Source: an optimization exercise on an open RTL-to-GDS flow (aim: small area). Production flows keep margins and buffers that such runs may drop.
In this exercise RTL edits were held to simulation tests only and were not proved equivalent to the original.

==> flow/design.v <==
module sequential_store #(
  parameter int unsigned NR_LANES       = 4,
  parameter int unsigned DLEN           = 64,
  parameter int unsigned AXI_DATA_WIDTH = 128,
  parameter int unsigned AXI_ADDR_WIDTH = 64
) (
  input  logic                          clk_i,
  input  logic                          rst_ni,
  input  logic                          rx_shfu_valid_i,
  output logic                          rx_shfu_ready_o,
  input  logic [DLEN*NR_LANES-1:0]      rx_shfu_nb_i,
  input  logic [DLEN/4*NR_LANES-1:0]    rx_shfu_en_i,
  input  logic                          meta_valid_i,
  output logic                          meta_ready_o,
  input  logic [$clog2(DLEN/4*NR_LANES)-1:0] meta_nb_ptr_i,
  input  logic                          txn_valid_i,
  output logic                          txn_ready_o,
  input  logic [AXI_ADDR_WIDTH-1:0]     txn_addr_i,
  input  logic                          txn_is_head_i,
  input  logic                          txn_last_beat_i,
  input  logic [$clog2(AXI_DATA_WIDTH/4):0] txn_lbn_i,
  input  logic                          txn_is_final_i,
  output logic                          w_valid_o,
  input  logic                          w_ready_i,
  output logic [AXI_DATA_WIDTH-1:0]     w_data_o,
  output logic [AXI_DATA_WIDTH/8-1:0]   w_strb_o,
  output logic                          w_last_o
);
  logic         pack_q;       
  logic         hold_v_q;
  logic [255:0] hold_nb_q;
  logic [63:0]  hold_en_q;
  logic [5:0]   nb_ptr_q;
  logic         part_q;       
  logic [4:0]   base_q;       
  logic         w_valid_q, w_last_q;
  logic [127:0] w_data_q;
  logic [15:0]  w_strb_q;
  logic [4:0]   lower, base;
  logic [6:0]   upper, diff, sum, hi;
  logic [5:0]   off;
  logic         start, commit, complete, release_e, take;
  assign lower = txn_is_head_i ? txn_addr_i[4:0] : 5'd0;
  assign base  = part_q ? base_q : lower;
  assign upper = txn_last_beat_i ? {1'b0, txn_lbn_i} : 7'd32;
  assign diff     = {1'b0, nb_ptr_q} - {2'b00, base};
  assign off      = diff[5:0];
  assign sum      = diff + upper;
  assign complete = sum <= 7'd64;
  assign hi       = complete ? upper : 7'd64 - diff;
  assign start     = !pack_q && txn_valid_i && meta_valid_i;
  assign commit    = pack_q && hold_v_q && txn_valid_i && (!w_valid_q || w_ready_i);
  assign release_e = commit && (sum >= 7'd64 || txn_is_final_i);
  assign take      = !hold_v_q || release_e;
  assign rx_shfu_ready_o = rst_ni && take;
  assign meta_ready_o    = rst_ni && start;
  assign txn_ready_o     = commit && complete;
  logic [31:0] rng, m;
  always_comb
    for (int j = 0; j < 32; j++) rng[j] = (j >= int'(base)) && (j < int'(hi));
  logic [4:0]  src [64];
  logic [4:0]  y5n [63];
  logic [4:0]  y4 [47];
  logic [4:0]  y3n [39];
  logic [4:0]  y2 [35];
  logic [4:0]  y1n [33];
  logic [31:0] en_rot;
  logic [3:0]  d_rot [32];
  logic [5:0]  s, sn;
  logic [31:0] s0_m, sn0_m;
  assign s  = off;
  assign sn = ~off;
  always_comb
    for (int k = 0; k < 64; k++) src[k] = {hold_en_q[k], hold_nb_q[4*k +: 4]};
  for (genvar i = 0; i < 63; i++) begin : g_st5
    for (genvar b = 0; b < 5; b++) begin : g_b
      sequential_store_aoi u (.s(sn[5]), .a(src[i][b]), .t(s[5]), .b(src[(i + 32) % 64][b]),
                              .y(y5n[i][b]));
    end
  end
  for (genvar i = 0; i < 47; i++) begin : g_st4
    for (genvar b = 0; b < 5; b++) begin : g_b
      sequential_store_oai u (.s(s[4]), .a(y5n[i][b]), .t(sn[4]), .b(y5n[i + 16][b]),
                              .y(y4[i][b]));
    end
  end
  for (genvar i = 0; i < 39; i++) begin : g_st3
    for (genvar b = 0; b < 5; b++) begin : g_b
      sequential_store_aoi u (.s(sn[3]), .a(y4[i][b]), .t(s[3]), .b(y4[i + 8][b]),
                              .y(y3n[i][b]));
    end
  end
  for (genvar i = 0; i < 35; i++) begin : g_st2
    for (genvar b = 0; b < 5; b++) begin : g_b
      sequential_store_oai u (.s(s[2]), .a(y3n[i][b]), .t(sn[2]), .b(y3n[i + 4][b]),
                              .y(y2[i][b]));
    end
  end
  for (genvar i = 0; i < 33; i++) begin : g_st1
    for (genvar b = 0; b < 5; b++) begin : g_b
      sequential_store_aoi u (.s(sn[1]), .a(y2[i][b]), .t(s[1]), .b(y2[i + 2][b]),
                              .y(y1n[i][b]));
    end
  end
  for (genvar i = 0; i < 32; i++) begin : g_st0
    sequential_store_oai u_en (.s(s[0]), .a(y1n[i][4]), .t(sn[0]), .b(y1n[i + 1][4]),
                               .y(en_rot[i]));
    assign m[i]     = rng[i] && en_rot[i];
    assign s0_m[i]  = s[0] || !m[i];
    assign sn0_m[i] = sn[0] || !m[i];
    for (genvar b = 0; b < 4; b++) begin : g_b
      sequential_store_oai u (.s(s0_m[i]), .a(y1n[i][b]), .t(sn0_m[i]), .b(y1n[i + 1][b]),
                              .y(d_rot[i][b]));
    end
  end
  always_ff @(posedge clk_i or negedge rst_ni) begin
    if (!rst_ni) begin
      pack_q    <= 1'b0;
      hold_v_q  <= 1'b0;
      w_valid_q <= 1'b0;
    end else begin
      if (start) pack_q <= 1'b1;
      else if (commit && complete && txn_is_final_i) pack_q <= 1'b0;
      if (take) hold_v_q <= rx_shfu_valid_i;
      if (commit && complete) w_valid_q <= 1'b1;
      else if (w_ready_i) w_valid_q <= 1'b0;
    end
  end
  always_ff @(posedge clk_i) begin
    if (take) begin
      hold_nb_q <= rx_shfu_nb_i;
      hold_en_q <= rx_shfu_en_i;
    end
    if (start) begin
      nb_ptr_q <= meta_nb_ptr_i;
      part_q   <= 1'b0;
    end else if (commit) begin
      nb_ptr_q <= complete ? sum[5:0] : 6'd0;
      part_q   <= !complete;
    end
    if (commit && !complete) base_q <= hi[4:0];
    if (commit && complete) w_last_q <= txn_last_beat_i;
    if (commit) begin
      for (int j = 0; j < 32; j++)
        if (rng[j] || !part_q) w_data_q[4*j +: 4] <= d_rot[j];
      for (int b = 0; b < 16; b++)
        w_strb_q[b] <= (part_q && w_strb_q[b]) || m[2*b] || m[2*b+1];
    end
  end
  assign w_valid_o = w_valid_q;
  assign w_data_o  = w_data_q;
  assign w_strb_o  = w_strb_q;
  assign w_last_o  = w_last_q;
endmodule
module sequential_store_aoi (
  input  logic s,
  input  logic a,
  input  logic t,
  input  logic b,
  output logic y
);
  assign y = ~((s & a) | (t & b));
endmodule
module sequential_store_oai (
  input  logic s,
  input  logic a,
  input  logic t,
  input  logic b,
  output logic y
);
  assign y = ~((s | a) & (t | b));
endmodule
==> flow/config.mk <==
export PLATFORM = sky130hd
export DESIGN_NAME = sequential_store
export DESIGN_NICKNAME = sequential_store
export VERILOG_FILES = /design/flow/design.v
export SDC_FILE = /design/flow/constraint.sdc
export NUM_CORES = 4
export LEC_CHECK = 0
export CAP_MARGIN = 20
export CORE_MARGIN = 2
export CORE_UTILIZATION = 50
export GPL_ROUTABILITY_DRIVEN = 0
export GPL_TIMING_DRIVEN = 0
export PLACE_DENSITY = 0.65
export SLEW_MARGIN = 20
==> flow/constraint.sdc <==
create_clock -name core_clock -period 10.0 [get_ports {clk_i}]
set_input_delay 2.0000 -clock core_clock [delete_from_list [all_inputs] [get_ports {clk_i}]]
set_output_delay 2.0000 -clock core_clock [all_outputs]
set_load 0.01 [all_outputs]
standard.sh (not shown) runs the stock make flow with config.mk's settings and CLKGATE_MAP_FILE= SYNTH_SCRIPT=/design/flow/synth_recipe.tcl, a recipe that flattens the netlist after the stock synthesis.
==> flow/flow/run.sh <==
#!/bin/bash
# Standard ORFS layout (the standard.sh) with these changes:
#  - synthesis maps combinational logic with an area-only ABC script (flow/synth.tcl, flow/area.abc);
#  - the rotation stage cells (sequential_store_aoi/_oai) are mapped on their own before the
#    design is flattened, so each stage element becomes a single inverting cell;
#  - port buffers are the smallest buffer (buf_1) instead of the resizer's default pick;
#  - clock tree: larger sink clusters and no dummy load cells.
set -euo pipefail
here=$(pwd)
export MY_ABC_SCRIPT=$here/flow/area.abc
bash standard.sh SYNTH_SCRIPT=$here/flow/synth.tcl \
  "SYNTH_KEEP_MODULES=sequential_store_aoi sequential_store_oai" \
  "BUFFER_PORTS_ARGS=-buffer_cell sky130_fd_sc_hd__buf_1" \
  "CTS_ARGS=-sink_clustering_enable -repair_clock_nets -sink_clustering_size 28 -sink_clustering_max_diameter 150 -buf_list {sky130_fd_sc_hd__clkbuf_16} -dont_use_dummy_load" \
  finish > $here/standard.log 2>&1
==> flow/flow/area.abc <==
strash
dch
amap -F 3 -A 10 -C 1000
topo
==> flow/flow/synth.tcl <==
# synth_recipe.tcl with one change: ABC maps the combinational logic with an area-only script
# (flow/area.abc); everything else, including flip-flop mapping, is ORFS's synthesis unchanged.
proc synth {args} { yosys synth -nofsm -noshare {*}$args }
proc abc {args} {
  set i [lsearch -exact $args -script]
  if {$i >= 0} { lset args [expr {$i + 1}] $::env(MY_ABC_SCRIPT) }
  yosys abc {*}$args
}
source $::env(SCRIPTS_DIR)/synth.tcl
# left out here: clear keep_hierarchy, flatten, clean up, hide names made inside functions, write 1_2_yosys.v
Next try:
--- a/flow/flow/run.sh
+++ b/flow/flow/run.sh
@@ -14 +14 @@
-  "CTS_ARGS=-sink_clustering_enable -repair_clock_nets -sink_clustering_size 28 -sink_clustering_max_diameter 150 -buf_list {sky130_fd_sc_hd__clkbuf_16} -dont_use_dummy_load" \
+  "CTS_ARGS=-sink_clustering_enable -repair_clock_nets -sink_clustering_size 26 -sink_clustering_max_diameter 200 -buf_list {sky130_fd_sc_hd__clkbuf_16} -dont_use_dummy_load" \
- CORE_UTILIZATION: 50 -> 45
- GPL_ROUTABILITY_DRIVEN: 0 -> default
- GPL_TIMING_DRIVEN: 0 -> default
- PLACE_DENSITY: 0.65 -> 0.6
- The new run completed with no timing, DRC or antenna violations
- flip-flop and latch count stays the same
- final cell count increases by 1.6%
- die area increases by 11%
- design area decreases by 4.2%
- hold slack loses 0.0073 ns
- setup slack gains 0.87 ns
- via count decreases by 1.5%
Next try:
--- a/flow/flow/run.sh
+++ b/flow/flow/run.sh
@@ -14 +14 @@
-  "CTS_ARGS=-sink_clustering_enable -repair_clock_nets -sink_clustering_size 26 -sink_clustering_max_diameter 200 -buf_list {sky130_fd_sc_hd__clkbuf_16} -dont_use_dummy_load" \
+  "CTS_ARGS=-sink_clustering_enable -repair_clock_nets -sink_clustering_size 28 -sink_clustering_max_diameter 150 -buf_list {sky130_fd_sc_hd__clkbuf_16} -dont_use_dummy_load" \
- CORE_UTILIZATION: 45 -> 50
- PLACE_DENSITY: 0.6 -> 0.65
The new run completed with no timing, DRC or antenna violations.
Design area goes down by 0.53%.
Global-route usage goes up by 1.9 points.
Wire length goes down by 3.7%.
Synthesized area does not change.
Register-to-register slack gets worse by 0.39 ns.
Sequential share of layout area goes up by 0.26 points.
Next try:
- GPL_TIMING_DRIVEN: default -> 0
- die area does not change
- clock-buffer cell count is unchanged
Next try:
--- a/flow/flow/run.sh
+++ b/flow/flow/run.sh
@@ -6,2 +6 @@
-#  - port buffers are the smallest buffer (buf_1) instead of the resizer's default pick;
-#  - clock tree: larger sink clusters and no dummy load cells.
+#  - port buffers are the smallest buffer (buf_1) instead of the resizer's default pick.
@@ -13,3 +12 @@
-  "BUFFER_PORTS_ARGS=-buffer_cell sky130_fd_sc_hd__buf_1" \
-  "CTS_ARGS=-sink_clustering_enable -repair_clock_nets -sink_clustering_size 28 -sink_clustering_max_diameter 150 -buf_list {sky130_fd_sc_hd__clkbuf_16} -dont_use_dummy_load" \
-  finish > $here/standard.log 2>&1
+  "BUFFER_PORTS_ARGS=-buffer_cell sky130_fd_sc_hd__buf_1" finish > $here/standard.log 2>&1
- CAP_MARGIN: 20 -> 0
- CORE_UTILIZATION: 50 -> 40
- CTS_BUF_LIST: default -> sky130_fd_sc_hd__clkbuf_16
- CTS_CLUSTER_DIAMETER: default -> 80
- CTS_CLUSTER_SIZE: default -> 40
- GPL_TIMING_DRIVEN: 0 -> default
- PLACE_DENSITY: 0.65 -> default
- SLEW_MARGIN: 20 -> 0
Die area increases by about 25%.
Global-route usage decreases by 5.4 points.
Wire length increases by 5.4%.
Hold slack improved by 0.021 ns.
Count of clock-buffer cells in the layout increases by 10.
First-iteration DRC count is about the same.
Final cell count increases by about 5%.

port drivers added, routing unchanged:
No port has a modelled driver above. Below, the same layouts with a new extraction and two added sets of constraints. Step 1, drivers: a clkbuf_16 drives clk_i and a buf_2 each remaining input, both assumed. Step 2 also shifts input and output timing later by t, the mid clock arrival at the registers, as if the neighbouring blocks saw the same clock. Three values: ideal, step 1, step 2; two values: the first two.
run	t (ns)	setup slack, ns	pins driven straight from the clock port
the first run	0.620	0.566 / 0.581 / -0.039	1
the second run	0.629	1.439 / 1.418 / 0.831	1
the third run	0.619	1.325 / 1.325 / 0.944	1
the fourth run	0.620	0.774 / 0.788 / 0.168	1
the fifth run	0.699	1.134 / 1.070 / 0.792	1
Met with ideal ports but missed after step 2: setup timing in the first run. For the second run, which loses most, drivers alone change the setup slack by -0.021 ns; drivers and shift together by -0.608 ns.
